This is an optimization exercise on Yosys and OpenROAD, whose aim is small area, not a production implementation.
In this exercise RTL edits were held to simulation tests only and were not proved equivalent to the original.
No activity file was given, so power comes from the tool's default toggle rates.

Setup of run 1:
// merge_frontend_top
module merge_frontend_top (
  input  logic                                     aclk,
  input  logic                                     arst_n,
  input  logic                                     start,
  input  merge_pkg::run_cnt_t                      run_beats,
  input  logic                                     rvalid,
  output logic                                     rready,
  input  merge_pkg::beat_t                         rdata,
  input  merge_pkg::ch_id_t                        rid,
  input  logic                                     rlast,
  output logic [merge_pkg::NUM_CH-1:0]             out_tvalid,
  input  logic [merge_pkg::NUM_CH-1:0]             out_tready,
  output merge_pkg::beat_t [merge_pkg::NUM_CH-1:0] out_tdata,
  output logic [merge_pkg::NUM_CH-1:0]             out_tlast
);
For scale: about 5200 cells after synthesis, ~2900 flip-flops, ~350 I/O pins, about 0.10 mm^2 of cells after synthesis.
clock: 6.0 ns
lec_check: 0
cap_margin: 20
core_margin: 2
core_utilization: 78
cts_buf_list: sky130_fd_sc_hd__clkbuf_8
cts_cluster_diameter: 80
cts_cluster_size: 16
place_density: 0.86
setup_slack_margin: 0.1
slew_margin: 20
standard.sh (not shown) runs the stock make flow with config.mk's settings and CLKGATE_MAP_FILE= SYNTH_SCRIPT=/design/flow/synth_recipe.tcl, a recipe that flattens the netlist after the stock synthesis.
==> flow/flow/run.sh <==
#!/bin/bash
# Own layout flow: the standard ORFS flow (standard.sh) with these changes
#  1. synthesis is synth_recipe.tcl unchanged except that ABC maps the
#     combinational logic with three rounds of its area mapper (abc_amap.script) instead of
#     ORFS's delay script; flip-flop mapping and all names are untouched
#  2. port buffers are sky130_fd_sc_hd__buf_1 (every port still gets one)
#  3. CTS builds its tree from clkbuf_8 (clkbuf_16 at the root), clusters
#     of at most 16 sinks, and inserts no dummy loads
# Each tool's output goes to the ORFS logs under orfs/logs and to *.log here.
set -euo pipefail
W=$(pwd)
F=$W/flow
S=$W/myscripts
mkdir -p $S

sed "s#source \$::env(SCRIPTS_DIR)/synth_preamble.tcl#source $S/synth_preamble.tcl#" \
  $FLOW_HOME/scripts/synth.tcl > $S/synth.tcl
sed "s#set abc_script \$::env(SCRIPTS_DIR)/abc_speed.script#set abc_script $F/abc_amap.script#" \
  $FLOW_HOME/scripts/synth_preamble.tcl > $S/synth_preamble.tcl
sed "s#source \$::env(SCRIPTS_DIR)/synth.tcl#source $S/synth.tcl#" \
  $W/synth_recipe.tcl > $S/synth_recipe.tcl
grep -q "$F/abc_amap.script" $S/synth_preamble.tcl
grep -q "$S/synth.tcl" $S/synth_recipe.tcl
grep -q "$S/synth_preamble.tcl" $S/synth.tcl

make -C $FLOW_HOME DESIGN_CONFIG=$W/config.mk WORK_HOME=$W/orfs CLKGATE_MAP_FILE= \
  SYNTH_SCRIPT=$S/synth_recipe.tcl synth > $W/synth.log 2>&1

export BUFFER_PORTS_ARGS="-buffer_cell sky130_fd_sc_hd__buf_1"
export CTS_ARGS="-sink_clustering_enable -repair_clock_nets -buf_list sky130_fd_sc_hd__clkbuf_8 -root_buf sky130_fd_sc_hd__clkbuf_16 -sink_clustering_size 16 -sink_clustering_max_diameter 80 -dont_use_dummy_load"
bash $W/standard.sh finish > $W/layout.log 2>&1
test -f $W/out/final.def
==> flow/flow/abc_amap.script <==
strash
dch
amap
strash
dch
amap
strash
dch
amap
Although run 1 finished all stages, its layout failed final checks on antenna violations.
For run 2, these inputs were changed with respect to run 1:
Settings: PLACE_DENSITY: 0.86 -> 0.8; CORE_UTILIZATION: 78 -> 70.
==> flow/flow/run.sh <==
#!/bin/bash
# Own layout flow: the standard ORFS flow (standard.sh, standard
# synthesis included) with these changes to how the layout is made:
#  1. port buffers are sky130_fd_sc_hd__buf_1 (every port still gets one)
#  2. CTS builds its tree from clkbuf_8 (clkbuf_16 at the root), clusters
#     of at most 16 sinks, and inserts no dummy loads
# ORFS writes each step's log under orfs/logs; make's output is in layout.log.
set -euo pipefail
W=$(pwd)
export BUFFER_PORTS_ARGS="-buffer_cell sky130_fd_sc_hd__buf_1"
export CTS_ARGS="-sink_clustering_enable -repair_clock_nets -buf_list sky130_fd_sc_hd__clkbuf_8 -root_buf sky130_fd_sc_hd__clkbuf_16 -sink_clustering_size 16 -sink_clustering_max_diameter 80 -dont_use_dummy_load"
bash $W/standard.sh finish > $W/layout.log 2>&1
test -f $W/out/final.def
removed: flow/flow/abc_amap.script
Findings:
- Run 2 was carried through to the last stage, and its layout satisfied the timing, design-rule and antenna checks.
- Lower worst setup slack among run 2 and run 1: run 1
- Register-to-register setup slack: run 2 better than run 1
- Compared with run 1, total wire length in run 2 increased by a few percent.
- First-iteration DRC count: run 2 lower than run 1
- Compare run 2 and run 1 | number of instances in the synthesized netlist lower: run 1
- Summary — total of clock buffers placed in the layout, run 2 relative to run 1: higher, by 0.50%.
- Changes observed in run 2 relative to run 1: initial cell density of the core saw a decrease; routing usage on met3 shows a reduction of 2.0 points.
Edits applied to the flow inputs when going from run 2 to run 3:
==> flow/flow/run.sh <==
#!/bin/bash
# Own layout flow: the standard ORFS flow (standard.sh) with these changes
#  1. synthesis is synth_recipe.tcl unchanged except that ABC maps the
#     combinational logic with three rounds of its area mapper (abc_amap.script) instead of
#     ORFS's delay script; flip-flop mapping and all names are untouched
#  2. port buffers are sky130_fd_sc_hd__buf_1 (every port still gets one)
#  3. CTS builds its tree from clkbuf_8 (clkbuf_16 at the root), clusters
#     of at most 16 sinks, and inserts no dummy loads
# Each tool's output goes to the ORFS logs under orfs/logs and to *.log here.
set -euo pipefail
W=$(pwd)
F=$W/flow
S=$W/myscripts
mkdir -p $S

sed "s#source \$::env(SCRIPTS_DIR)/synth_preamble.tcl#source $S/synth_preamble.tcl#" \
  $FLOW_HOME/scripts/synth.tcl > $S/synth.tcl
sed "s#set abc_script \$::env(SCRIPTS_DIR)/abc_speed.script#set abc_script $F/abc_amap.script#" \
  $FLOW_HOME/scripts/synth_preamble.tcl > $S/synth_preamble.tcl
sed "s#source \$::env(SCRIPTS_DIR)/synth.tcl#source $S/synth.tcl#" \
  $W/synth_recipe.tcl > $S/synth_recipe.tcl
grep -q "$F/abc_amap.script" $S/synth_preamble.tcl
grep -q "$S/synth.tcl" $S/synth_recipe.tcl
grep -q "$S/synth_preamble.tcl" $S/synth.tcl

make -C $FLOW_HOME DESIGN_CONFIG=$W/config.mk WORK_HOME=$W/orfs CLKGATE_MAP_FILE= \
  SYNTH_SCRIPT=$S/synth_recipe.tcl synth > $W/synth.log 2>&1

export BUFFER_PORTS_ARGS="-buffer_cell sky130_fd_sc_hd__buf_1"
export CTS_ARGS="-sink_clustering_enable -repair_clock_nets -buf_list sky130_fd_sc_hd__clkbuf_8 -root_buf sky130_fd_sc_hd__clkbuf_16 -sink_clustering_size 16 -sink_clustering_max_diameter 80 -dont_use_dummy_load"
bash $W/standard.sh finish > $W/layout.log 2>&1
test -f $W/out/final.def
==> flow/flow/abc_amap.script (new file) <==
strash
dch
amap
strash
dch
amap
strash
dch
amap
[summary]
Every stage of the flow completed for run 3, and the final layout passed the timing, design-rule and antenna checks. Compared with run 2, in run 3 distinct cell type count of the synthesized netlist lower, layout cell share with drive strength beyond 1 essentially unchanged, netlist area before placement decreased 3.9%. Run 2 → run 3: final area lost 2.7%; relative area of non-clock buffer cells in the final design held; setup skew after layout fell by 0.047 ns. Compared with run 2, run 3 shows a largest fanout on the critical path that is 4 higher. Final period utilization (higher): run 3.
#### Input delta (run 4 over run 3)
Settings: CAP_MARGIN changed from 20 to 10; SLEW_MARGIN changed from 20 to 10.
Findings:
Compared with run 3, in run 4 first-pass iteration count of the detailed router lower; clock network fraction of design power flat.
Between run 4 and run 3, it is run 4 whose register-to-register slack is higher, by 0.16 ns.

what the ideal ports hide:
How much do the figures lean on ideal ports? The routed layouts below were timed once more, with nothing changed but the port constraints. Step 1 sets driving cells, clkbuf_16 on the clock port and buf_2 on the other inputs (assumed; they add their load-dependent delay and slew). Step 2 adds t to the input delays and takes it off the output delays; t is the mean of the earliest and latest rising clock arrival at the registers after step 1. Input paths then give back, and output paths get back, about the clock's delay inside the block. a / b / c = ideal ports / drivers / drivers and shift; a / b = the first two.
| run | shift t [ns] | slack for setup (ns) | cell pins on the clock port's net |
|---|---|---|---|
| run 1 | 0.885 | 0.531 / 0.595 / -0.291 | 1 |
| run 2 | 0.890 | 0.977 / 1.041 / 0.151 | 1 |
| run 3 | 0.881 | 0.427 / 0.490 / -0.391 | 1 |
| run 4 | 0.899 | 0.567 / 0.630 / -0.269 | 1 |
For run 4, which loses most, drivers alone change the setup slack by +0.063 ns; drivers and shift together by -0.836 ns.
